Context: an optimization exercise on an open-source flow, tuned for small area and a short achievable clock period. The choices shown serve that exercise and are no tape-out recipe.
Function was checked by simulation only, so behaviour that the tests miss may differ from the original.
No driver is modelled on the clock port, so clocking that relies on it looks cheaper here than on a real chip.

## mac_top
module mac_top #(
   parameter int A_WIDTH = 18,
   parameter int B_WIDTH = 18,
   parameter int P_WIDTH = 48
) (
   input  logic                      clk,
   input  logic                      rst_n,
   input  logic signed [A_WIDTH-1:0] data_a,
   input  logic signed [B_WIDTH-1:0] data_b,
   input  mac_pkg::mac_op_e          op,
   input  logic                      activate_mac,
   output logic signed [P_WIDTH-1:0] data_p,
   output logic                      p_valid
);
Size in the first run: ~90 I/O pins, about 11000 sq um of cells after synthesis.
Settings: LEC_CHECK=0, ABC_AREA=1, CAP_MARGIN=20, CORE_MARGIN=2, CORE_UTILIZATION=40, SETUP_SLACK_MARGIN=5, SLEW_MARGIN=20; clock period 10.0 ns.
standard.sh (not shown) runs the stock make flow with config.mk's settings and CLKGATE_MAP_FILE= SYNTH_SCRIPT=/design/flow/synth_recipe.tcl, a recipe that flattens the netlist after the stock synthesis.
==> flow/flow/run.sh <==
#!/bin/bash
# The standard layout, with two changes in how it is made:
# - Yosys's synth runs without its early ABC pass (-noabc), so the full
#   adders it extracts keep their polarity (no inverters between them);
# - the port buffers are the smallest buffer (buf_1) instead of the
#   default clkdlybuf4s50_1; every port is still buffered.
export SYNTH_ARGS="-noabc"
export BUFFER_PORTS_ARGS="-buffer_cell sky130_fd_sc_hd__buf_1"
bash standard.sh > standard.log 2>&1
The starting point completed without violations.
Edit:
==> flow/flow/run.sh (replaced) <==
#!/bin/bash
# The standard layout, with Yosys's synth run without its early ABC
# pass (-noabc) so the extracted full adders keep their polarity.
export SYNTH_ARGS="-noabc"
bash standard.sh > standard.log 2>&1
Cell area increases by 2.8%.
Via count decreases by 0.36%.
Fmax increases by 0.42%.
Die area does not change.
First-iteration DRC count decreases by 3.7%.

---

Setup of the baseline:
Another version of the RTL of mac_top (not shown whole).
Size: roughly 1300 cells after synthesis, ~97 flip-flops, ~90 I/O pins, about 12000 um2 of cells after synthesis.
Settings: LEC_CHECK=0, ABC_AREA=1, CAP_MARGIN=20, CORE_MARGIN=2, CORE_UTILIZATION=40, CTS_BUF_LIST=sky130_fd_sc_hd__clkbuf_4 sky130_fd_sc_hd__clkbuf_8, HOLD_SLACK_MARGIN=0.1, SLEW_MARGIN=20; clock period 10.0 ns.
==> flow/flow/run.sh <==
#!/bin/bash
# The standard layout, with these changes in how it is made:
# - Yosys's synth runs without its early ABC pass (-noabc), so the full
#   adders it extracts keep their polarity (no inverters between them);
# - the port buffers are the smallest buffer (buf_1) instead of the
#   default clkdlybuf4s50_1; every port is still buffered;
# - after CTS, flow/pq_clock_delay.tcl puts delay chains in front of the
#   result register's clock (useful skew for the register-to-register
#   multiply-add paths);
# - only the setup repair after global routing, the first that sees that
#   skew, is given a setup margin (flow/grt_margin.tcl).
export SYNTH_ARGS="-noabc"
export BUFFER_PORTS_ARGS="-buffer_cell sky130_fd_sc_hd__buf_1"
export POST_CTS_TCL="$PWD/flow/pq_clock_delay.tcl"
export PQ_DLY_CELLS="sky130_fd_sc_hd__clkdlybuf4s50_1 sky130_fd_sc_hd__clkdlybuf4s50_1 sky130_fd_sc_hd__clkdlybuf4s50_1"
export PQ_SKIP_BITS=4
export PQ_BUF_CELL=sky130_fd_sc_hd__clkbuf_8
export PRE_GLOBAL_ROUTE_TCL="$PWD/flow/grt_margin.tcl"
bash standard.sh > standard.log 2>&1
==> flow/flow/pq_clock_delay.tcl <==
# Post-CTS hook: the result register p_q gets its clock through a short
# delay chain below each clock-tree leaf that drives it, so its clock
# arrives later than the operand registers'. This is useful skew for the
# operand -> result paths (the long multiply-add paths); the result
# register's own feedback path sees about the same delay at both ends.
# The low bits (below PQ_SKIP_BITS) keep the undelayed clock.
# The later repair steps (global route) see and repair the new timing.
set block [ord::get_db_block]
set db [ord::get_db]
set chain {}
foreach c $::env(PQ_DLY_CELLS) { lappend chain [$db findMaster $c] }
lappend chain [$db findMaster $::env(PQ_BUF_CELL)]
set groups [dict create]
set n 0
foreach inst [$block getInsts] {
  if {[regexp {^p_q\\?\[([0-9]+)} [$inst getName]] && [string match sky130_fd_sc_hd__df* [[$inst getMaster] getName]]} {
    incr n
    regexp {^p_q\\?\[([0-9]+)} [$inst getName] -> bit
    # the low result bits have short paths and ample setup slack: no delay
    if {$bit < $::env(PQ_SKIP_BITS)} { continue }
    set net [[$inst findITerm CLK] getNet]
    dict lappend groups [$net getName] $inst
  }
}
if {$n != 48} { error "pq_clock_delay: expected 48 result flops, found $n" }
set g 0
dict for {netname flops} $groups {
  set net [$block findNet $netname]
  set sx 0; set sy 0
  foreach f $flops {
    set bb [$f getBBox]
    set sx [expr {$sx + [$bb xMin]}]; set sy [expr {$sy + [$bb yMin]}]
  }
  set cx [expr {int($sx / [llength $flops])}]
  set cy [expr {int($sy / [llength $flops])}]
  set prev $net
  set k 0
  foreach m $chain {
    set inst [odb::dbInst_create $block $m "pq_clkdly_${g}_$k"]
    set out [odb::dbNet_create $block "pq_clk_${g}_$k"]
    $out setSigType CLOCK
    [$inst findITerm A] connect $prev
    [$inst findITerm X] connect $out
    $inst setLocation $cx $cy
    $inst setPlacementStatus PLACED
    set prev $out
    incr k
  }
  foreach f $flops {
    set it [$f findITerm CLK]
    $it disconnect
    $it connect $prev
  }
  puts "pq_clock_delay: group $g under $netname: [llength $flops] flops"
  incr g
}
global_connect
detailed_placement
check_placement -verbose
estimate_parasitics -placement
report_clock_skew
Other scripts of this flow, unchanged in this note and not shown: flow/flow/grt_margin.tcl
Input-level comparison between the candidate and the baseline:
diff --git a/flow/flow/run.sh b/flow/flow/run.sh
--- a/flow/flow/run.sh
+++ b/flow/flow/run.sh
@@ -15,3 +15,3 @@
 export PQ_DLY_CELLS="sky130_fd_sc_hd__clkdlybuf4s50_1 sky130_fd_sc_hd__clkdlybuf4s50_1 sky130_fd_sc_hd__clkdlybuf4s50_1"
-export PQ_SKIP_BITS=4
+export PQ_SKIP_BITS=8
 export PQ_BUF_CELL=sky130_fd_sc_hd__clkbuf_8
Notes after the runs:
- Clock skew: the candidate < the baseline
- Wire length (the candidate vs. the baseline) decreases slightly
- STATUS setup slack: the candidate wins against the baseline
- Run comparison: the baseline source of the critical timing path p_q[18]; the candidate source of the critical timing path p_q[32]
- Compared with the baseline, in the candidate count of fill cells added during filler insertion now larger; global-route wire length before repair comparable; final period utilization now smaller; synthesized cell count comparable.
- | maximum frequency | the candidate vs the baseline | about 0.4% higher |
- [compare] base=the baseline new=the candidate: worst slew margin relative to its limit grew by 0.28 points.

---

Starting RTL as in the previous note.
==> flow/config.mk <==
export PLATFORM = sky130hd
export DESIGN_NAME = mac_top
export DESIGN_NICKNAME = mac_top
export VERILOG_FILES = /design/flow/design.v
export SDC_FILE = /design/flow/constraint.sdc
export NUM_CORES = 4
export LEC_CHECK = 0
export ABC_AREA = 1
export CAP_MARGIN = 20
export CORE_MARGIN = 2
export CORE_UTILIZATION = 40
export CTS_BUF_LIST = sky130_fd_sc_hd__clkbuf_4 sky130_fd_sc_hd__clkbuf_8
export HOLD_SLACK_MARGIN = 0.1
export SLEW_MARGIN = 20
==> flow/constraint.sdc <==
create_clock -name core_clock -period 10.0 [get_ports {clk}]
set_input_delay 2.0000 -clock core_clock [delete_from_list [all_inputs] [get_ports {clk}]]
set_output_delay 2.0000 -clock core_clock [all_outputs]
set_load 0.01 [all_outputs]
==> flow/flow/run.sh <==
#!/bin/bash
# The standard layout, with these changes in how it is made:
# - Yosys's synth runs without its early ABC pass (-noabc), so the full
#   adders it extracts keep their polarity (no inverters between them);
# - the port buffers are the smallest buffer (buf_1) instead of the
#   default clkdlybuf4s50_1; every port is still buffered;
# - after CTS, flow/pq_clock_delay.tcl puts delay chains in front of the
#   result register's clock (useful skew for the register-to-register
#   multiply-add paths);
# - only the setup repair after global routing, the first that sees that
#   skew, is given a setup margin (flow/grt_margin.tcl).
export SYNTH_ARGS="-noabc"
export BUFFER_PORTS_ARGS="-buffer_cell sky130_fd_sc_hd__buf_1"
export POST_CTS_TCL="$PWD/flow/pq_clock_delay.tcl"
export PQ_DLY_CELLS="sky130_fd_sc_hd__clkdlybuf4s50_1 sky130_fd_sc_hd__clkdlybuf4s50_1 sky130_fd_sc_hd__clkdlybuf4s50_1"
export PQ_SKIP_BITS=8
export PQ_BUF_CELL=sky130_fd_sc_hd__clkbuf_8
export PRE_GLOBAL_ROUTE_TCL="$PWD/flow/grt_margin.tcl"
bash standard.sh > standard.log 2>&1
==> flow/flow/grt_margin.tcl <==
# Pre-global-route hook: the setup repair after global routing aims at
# 5.45 ns of slack. It is the first repair that sees the
# result register's delayed clock, so it is the only one given a margin.
set ::env(SETUP_SLACK_MARGIN) 5.45
Scripts as last shown in full above: flow/flow/pq_clock_delay.tcl
Edit:
--- a/flow/flow/run.sh
+++ b/flow/flow/run.sh
@@ -15 +15 @@
-export PQ_DLY_CELLS="sky130_fd_sc_hd__clkdlybuf4s50_1 sky130_fd_sc_hd__clkdlybuf4s50_1 sky130_fd_sc_hd__clkdlybuf4s50_1"
+export PQ_DLY_CELLS="sky130_fd_sc_hd__clkdlybuf4s50_1 sky130_fd_sc_hd__clkdlybuf4s50_1 sky130_fd_sc_hd__clkdlybuf4s25_1"
==> flow/flow/grt_margin.tcl (replaced) <==
# Pre-global-route hook: the setup repair after global routing aims at
# 5.6 ns of slack. It is the first repair that sees the
# result register's delayed clock, so it is the only one given a margin.
set ::env(SETUP_SLACK_MARGIN) 5.6
The new run produced a clean layout.
Setup slack improved by 0.24 ns.
Edit:
--- a/flow/flow/run.sh
+++ b/flow/flow/run.sh
@@ -15 +15 @@
-export PQ_DLY_CELLS="sky130_fd_sc_hd__clkdlybuf4s50_1 sky130_fd_sc_hd__clkdlybuf4s50_1 sky130_fd_sc_hd__clkdlybuf4s25_1"
+export PQ_DLY_CELLS="sky130_fd_sc_hd__clkdlybuf4s50_1 sky130_fd_sc_hd__clkdlybuf4s50_1 sky130_fd_sc_hd__clkdlybuf4s50_1"
==> flow/flow/grt_margin.tcl (replaced) <==
# Pre-global-route hook: the setup repair after global routing aims at
# 5.35 ns of slack. It is the first repair that sees the
# result register's delayed clock, so it is the only one given a margin.
set ::env(SETUP_SLACK_MARGIN) 5.35
CTS_BUF_LIST = default   (was sky130_fd_sc_hd__clkbuf_4 sky130_fd_sc_hd__clkbuf_8)
Cell area shrinks by 7.7%.
Worst setup slack gets worse by 0.22 ns.
Wire length shrinks by 6.8%.
Area after synthesis does not change.
Final cell count shrinks by 6.8%.
Global-route usage stays flat.
Critical path depth does not change.
Via count shrinks by 6.9%.
First-iteration DRC count shrinks by 11%.
Clock skew grows by 0.20 ns.
Edit:
--- a/flow/flow/run.sh
+++ b/flow/flow/run.sh
@@ -15 +15 @@
-export PQ_DLY_CELLS="sky130_fd_sc_hd__clkdlybuf4s50_1 sky130_fd_sc_hd__clkdlybuf4s50_1 sky130_fd_sc_hd__clkdlybuf4s50_1"
+export PQ_DLY_CELLS="sky130_fd_sc_hd__clkdlybuf4s50_1 sky130_fd_sc_hd__clkdlybuf4s50_1 sky130_fd_sc_hd__clkdlybuf4s50_1 sky130_fd_sc_hd__clkdlybuf4s15_1"
==> flow/flow/grt_margin.tcl (replaced) <==
# Pre-global-route hook: the setup repair after global routing aims at
# 5.6 ns of slack. It is the first repair that sees the
# result register's delayed clock, so it is the only one given a margin.
set ::env(SETUP_SLACK_MARGIN) 5.6
CTS_BUF_LIST = sky130_fd_sc_hd__clkbuf_4 sky130_fd_sc_hd__clkbuf_8   (was default)
=> Sequential share of layout area fell by 0.73 points; die area stays the same; via count rose by 3.0%; global-route usage is about the same; cell count climbs by 3.3%.

---

run A:
Another version of the RTL of mac_top (not shown whole).
Size in the first run: roughly 90 I/O pins.
Settings: LEC_CHECK=0, ABC_AREA=0, CAP_MARGIN=20, CORE_MARGIN=2, CORE_UTILIZATION=40, SLEW_MARGIN=20; clock period 10.0 ns.
==> flow/flow/run.sh <==
#!/bin/bash
# Standard layout, with Yosys's synth run without its early ABC pass
# (-noabc) so the full adders keep their polarity.
cp standard.sh standard_copy.txt
export SYNTH_ARGS="-noabc"
bash standard.sh > standard.log 2>&1
Run A has completed all stages; timing, DRC and antenna checks passed.
Modified inputs, run B compared to run A
Settings: ABC_AREA changed from 0 to 1.
==> flow/run.sh (new file) <==
#!/bin/bash
# synth_recipe.tcl (not shown) runs the flow's synth.tcl, then flattens the netlist and writes it again
# the make line also repeats each setting of config.mk as NAME=value (left out here)
make -C /OpenROAD-flow-scripts/flow DESIGN_CONFIG=/design/flow/config.mk WORK_HOME=/design/flow/orfs CLKGATE_MAP_FILE= SYNTH_SCRIPT=/design/flow/synth_recipe.tcl finish
removed: flow/flow/run.sh
removed: flow/standard.sh
--- outcome ---
- Run B | stages: all done | timing, DRC, antenna: all pass
- In run B the synthesized cell count turned out 676 higher than in run A.
- Of run B and run A, the run reporting the higher die height was run B.

---

Another version of the RTL of mac_top (not shown whole).
For scale: roughly 97 flip-flops, roughly 90 I/O pins, roughly 11000 um^2 of cells after synthesis.
## mac_top
module mac_top #(
   parameter int A_WIDTH = 18,
   parameter int B_WIDTH = 18,
   parameter int P_WIDTH = 48
) (
   input  logic                      clk,
   input  logic                      rst_n,
   input  logic signed [A_WIDTH-1:0] data_a,
   input  logic signed [B_WIDTH-1:0] data_b,
   input  mac_pkg::mac_op_e          op,
   input  logic                      activate_mac,
   output logic signed [P_WIDTH-1:0] data_p,
   output logic                      p_valid
);
   logic        act_q;
   logic        req;
   logic        v_q;
   logic        pv_q;
   logic [17:0] a_q;
   logic [8:0]  one_d, two_d, neg_d;
   logic [8:0]  one_q, two_q, neg_q;
   logic        kp_d, kp_q;
   logic        use_b, sub;
   logic [18:0] bx;
   logic [47:0] p_q;
   logic [47:0] pg;
   logic [47:0] rx, ry;
   logic [47:0] p_next;
   assign req   = activate_mac ^ act_q;
   assign use_b = req & (op != mac_pkg::MAC_CLEAR);
   assign sub   = (op == mac_pkg::MAC_SUB);
   assign kp_d  = ~req | (op == mac_pkg::MAC_ACC) | (op == mac_pkg::MAC_SUB);
   assign bx    = {data_b, 1'b0};
   always_comb begin
      for (int i = 0; i < 9; i++) begin
         one_d[i] = use_b & (bx[2*i+1] ^ bx[2*i]);
         two_d[i] = use_b & ((bx[2*i+2] & ~bx[2*i+1] & ~bx[2*i]) |
                             (~bx[2*i+2] & bx[2*i+1] & bx[2*i]));
         neg_d[i] = bx[2*i+2] ^ sub;
      end
   end
   always_ff @(posedge clk or negedge rst_n) begin
      if (!rst_n) begin
         act_q <= 1'b0;
         v_q   <= 1'b0;
         pv_q  <= 1'b0;
         one_q <= '0;
         two_q <= '0;
      end else begin
         act_q <= activate_mac;
         v_q   <= req;
         pv_q  <= v_q;
         one_q <= one_d;
         two_q <= two_d;
      end
   end
   always_ff @(posedge clk) begin
      a_q   <= data_a;
      neg_q <= neg_d;
      kp_q  <= kp_d;
   end
   assign pg = p_q & {48{kp_q}};
   logic pp1;
   logic pp2;
   logic pp3;
   logic pp4;
   logic pp5;
   logic pp6;
   logic pp7;
   logic pp8;
   logic pp9;
   logic pp10;
   logic pp11;
   logic pp12;
   logic pp13;
   logic pp14;
   logic pp15;
   logic pp16;
   logic pp17;
   logic pp18;
   logic pp19;
   logic pp20;
   logic pp21;
   logic pp22;
   logic pp23;
   logic pp24;
   logic pp25;
   logic pp26;
   logic pp27;
   logic pp28;
   logic pp29;
  ...
export LEC_CHECK = 0
export ABC_AREA = 1
export CAP_MARGIN = 20
export CORE_MARGIN = 2
export CORE_UTILIZATION = 40
export HOLD_SLACK_MARGIN = 0.05
export SLEW_MARGIN = 20
create_clock -name core_clock -period 10.0 [get_ports {clk}]
==> flow/flow/run.sh <==
#!/bin/bash
# The standard layout, with these changes in how it is made:
# - Yosys's synth runs without its early ABC pass (-noabc), so the full
#   adders it extracts keep their polarity (no inverters between them);
# - the port buffers are the smallest buffer (buf_1) instead of the
#   default clkdlybuf4s50_1; every port is still buffered;
# - after CTS, flow/pq_clock_delay.tcl puts delay chains in front of the
#   result register's clock (useful skew for the register-to-register
#   multiply-add paths);
# - only the setup repair after global routing, the first that sees that
#   skew, is given a setup margin (flow/grt_margin.tcl).
export SYNTH_ARGS="-noabc"
export BUFFER_PORTS_ARGS="-buffer_cell sky130_fd_sc_hd__buf_1"
export POST_CTS_TCL="$PWD/flow/pq_clock_delay.tcl"
export PQ_DLY_CELLS="sky130_fd_sc_hd__clkdlybuf4s50_1 sky130_fd_sc_hd__clkdlybuf4s50_1"
export PQ_SKIP_BITS=8
export PQ_BUF_CELL=sky130_fd_sc_hd__clkbuf_8
export PRE_GLOBAL_ROUTE_TCL="$PWD/flow/grt_margin.tcl"
bash standard.sh > standard.log 2>&1
==> flow/flow/grt_margin.tcl <==
# Pre-global-route hook: the setup repair after global routing aims at
# 5.8 ns of slack. It is the first repair that sees the
# result register's delayed clock, so it is the only one given a margin.
set ::env(SETUP_SLACK_MARGIN) 5.8
Scripts as last shown in full above: flow/flow/pq_clock_delay.tcl
Edit:
--- a/flow/flow/run.sh
+++ b/flow/flow/run.sh
@@ -9,3 +9 @@
-#   multiply-add paths);
-# - only the setup repair after global routing, the first that sees that
-#   skew, is given a setup margin (flow/grt_margin.tcl).
+#   multiply-add paths).
@@ -15 +13 @@
-export PQ_DLY_CELLS="sky130_fd_sc_hd__clkdlybuf4s50_1 sky130_fd_sc_hd__clkdlybuf4s50_1"
+export PQ_DLY_CELLS="sky130_fd_sc_hd__clkdlybuf4s50_1 sky130_fd_sc_hd__clkdlybuf4s50_1 sky130_fd_sc_hd__clkdlybuf4s50_1"
@@ -18 +15,0 @@
-export PRE_GLOBAL_ROUTE_TCL="$PWD/flow/grt_margin.tcl"
removed: flow/flow/grt_margin.tcl
Outcome: Global-route usage stays flat. Via count came out lower by about a fifth. Cell count went down by roughly a tenth. Sequential share of layout area came out higher by 2.5 points. Die area is unchanged. Cell area goes down by about a fifth.
Edit:
--- a/flow/flow/run.sh
+++ b/flow/flow/run.sh
@@ -13,2 +13 @@
-export PQ_DLY_CELLS="sky130_fd_sc_hd__clkdlybuf4s50_1 sky130_fd_sc_hd__clkdlybuf4s50_1 sky130_fd_sc_hd__clkdlybuf4s50_1"
-export PQ_SKIP_BITS=8
+export PQ_DLY_CELLS="sky130_fd_sc_hd__clkdlybuf4s50_1 sky130_fd_sc_hd__clkdlybuf4s50_1 sky130_fd_sc_hd__clkdlybuf4s25_1"
--- a/flow/flow/pq_clock_delay.tcl
+++ b/flow/flow/pq_clock_delay.tcl
@@ -6 +5,0 @@
-# The low bits (below PQ_SKIP_BITS) keep the undelayed clock.
@@ -16,5 +15 @@
-  if {[regexp {^p_q\\?\[([0-9]+)} [$inst getName]] && [string match sky130_fd_sc_hd__df* [[$inst getMaster] getName]]} {
-    incr n
-    regexp {^p_q\\?\[([0-9]+)} [$inst getName] -> bit
-    # the low result bits have short paths and ample setup slack: no delay
-    if {$bit < $::env(PQ_SKIP_BITS)} { continue }
+  if {[regexp {^p_q} [$inst getName]] && [string match sky130_fd_sc_hd__df* [[$inst getMaster] getName]]} {
@@ -22,0 +18 @@
+    incr n
- HOLD_SLACK_MARGIN: 0.05 -> not set
- SETUP_SLACK_MARGIN: not set -> 5
After rerunning: With this change the flow finished with hold timing left. Global-route usage went up by 2.8 points. Via count grows by 12%. Utilization climbs by 6.8 points. Synthesized cell count does not change. Routed wire length is higher by 17%. Area after synthesis does not change. Setup slack gets better by 0.31 ns. Design area increases by 15%. First-iteration DRC count rose by 59%.
Edit:
--- a/flow/flow/run.sh
+++ b/flow/flow/run.sh
@@ -13 +13,2 @@
-export PQ_DLY_CELLS="sky130_fd_sc_hd__clkdlybuf4s50_1 sky130_fd_sc_hd__clkdlybuf4s50_1 sky130_fd_sc_hd__clkdlybuf4s25_1"
+export PQ_DLY_CELLS="sky130_fd_sc_hd__clkdlybuf4s50_1 sky130_fd_sc_hd__clkdlybuf4s50_1"
+export PQ_SKIP_BITS=8
--- a/flow/flow/pq_clock_delay.tcl
+++ b/flow/flow/pq_clock_delay.tcl
@@ -5,0 +6 @@
+# The low bits (below PQ_SKIP_BITS) keep the undelayed clock.
@@ -15 +16,5 @@
-  if {[regexp {^p_q} [$inst getName]] && [string match sky130_fd_sc_hd__df* [[$inst getMaster] getName]]} {
+  if {[regexp {^p_q\\?\[([0-9]+)} [$inst getName]] && [string match sky130_fd_sc_hd__df* [[$inst getMaster] getName]]} {
+    incr n
+    regexp {^p_q\\?\[([0-9]+)} [$inst getName] -> bit
+    # the low result bits have short paths and ample setup slack: no delay
+    if {$bit < $::env(PQ_SKIP_BITS)} { continue }
@@ -18 +22,0 @@
-    incr n
- HOLD_SLACK_MARGIN: not set -> 0.05
- SETUP_SLACK_MARGIN: 5 -> not set
After rerunning:
- With this change the flow finished clean
- worst setup slack gets worse by 0.77 ns
- global-route usage goes down by 2.9 points
- wire length falls by 15%
- utilization goes down by 7.3 points
- hold slack gains 0.054 ns
Edit:
--- a/flow/flow/run.sh
+++ b/flow/flow/run.sh
@@ -13 +13 @@
-export PQ_DLY_CELLS="sky130_fd_sc_hd__clkdlybuf4s50_1 sky130_fd_sc_hd__clkdlybuf4s50_1"
+export PQ_DLY_CELLS="sky130_fd_sc_hd__clkdlybuf4s50_1 sky130_fd_sc_hd__clkdlybuf4s50_1 sky130_fd_sc_hd__clkdlybuf4s25_1"
- HOLD_SLACK_MARGIN: 0.05 -> 0.2
- SETUP_SLACK_MARGIN: not set -> 5
=> Global-route usage rose by 2.8 points; clock skew came out higher by 0.29 ns; area after synthesis stays the same; setup slack improved by 0.85 ns; sequential cell count stays the same; cell area goes up by about a fifth.

==> static timing again, ports no longer ideal <==
The results above use ideal ports. As a check the final layouts listed here were re-extracted and re-timed, cells and wires unchanged.
Step 1: set_driving_cell puts a clkbuf_16 on clk and a buf_2 on each other input, an assumption about the parent block.
Step 2, shift: input delay + t, output delay - t, t = (earliest + latest rising clock arrival at the registers) / 2. This alone moves slack from input paths to output paths.
a / b / c = ideal ports / drivers / drivers and shift; a / b = the first two.
run | t, ns | setup slack, ns | hold WS [ns] | worst setup path after step 2 | latest minus earliest clock arrival (ns) | worst data-port slew with drivers (ns)
the first run of note 1 | 0.419 | 4.783 / 4.783 / 4.783 | 0.356 / 0.356 / 0.356 | register to register | 0.017 / 0.017 | 0.05
the second run of note 1 | 0.414 | 4.805 / 4.805 / 4.805 | 0.352 / 0.352 / 0.352 | register to register | 0.017 / 0.018 | 0.05
the baseline | 1.234 | 5.429 / 5.381 / 5.572 | 0.038 / 0.038 / 0.038 | register to register | 1.685 / 1.685 | 0.05
the candidate | 1.227 | 5.448 / 5.400 / 5.546 | 0.032 / 0.032 / 0.032 | register to register | 1.674 / 1.674 | 0.05
the first run of note 3 | 1.226 | 5.442 / 5.395 / 5.615 | 0.038 / 0.038 / 0.038 | register to register | 1.671 / 1.671 | 0.05
the second run of note 3 | 1.117 | 5.680 / 5.632 / 5.700 | 0.044 / 0.044 / 0.044 | register to register | 1.447 / 1.447 | 0.05
the third run of note 3 | 1.201 | 5.464 / 5.414 / 5.544 | 0.067 / 0.067 / 0.067 | register to register | 1.644 / 1.644 | 0.05
the fourth run of note 3 | 1.340 | 5.235 / 5.187 / 5.469 | 0.015 / 0.015 / 0.015 | register to register | 1.901 / 1.901 | 0.05
run A | 0.407 | 3.117 / 3.117 / 3.117 | 0.354 / 0.354 / 0.354 | register to register | 0.011 / 0.012 | 0.06
run B | 0.426 | 3.921 / 3.921 / 3.921 | 0.361 / 0.361 / 0.361 | register to register | 0.015 / 0.015 | 0.04
the first run of note 5 | 0.970 | 5.103 / 5.103 / 5.103 | 0.111 / 0.111 / 0.111 | register to register | 1.122 / 1.122 | 0.05
the second run of note 5 | 1.212 | 4.986 / 4.986 / 4.986 | 0.005 / 0.005 / 0.005 | register to register | 1.616 / 1.615 | 0.05
the third run of note 5 | 1.090 | 5.294 / 5.294 / 5.294 | -0.021 / -0.021 / -0.021 | register to register | 1.409 / 1.409 | 0.04
the fourth run of note 5 | 0.964 | 4.527 / 4.527 / 4.527 | 0.033 / 0.033 / 0.033 | register to register | 1.122 / 1.121 | 0.04
the fifth run of note 5 | 1.103 | 5.376 / 5.376 / 5.376 | 0.176 / 0.176 / 0.176 | register to register | 1.412 / 1.412 | 0.04
In 11 of these runs the clock reaches the registers at very different times; t lies between them, and the last value is a rough guide only.
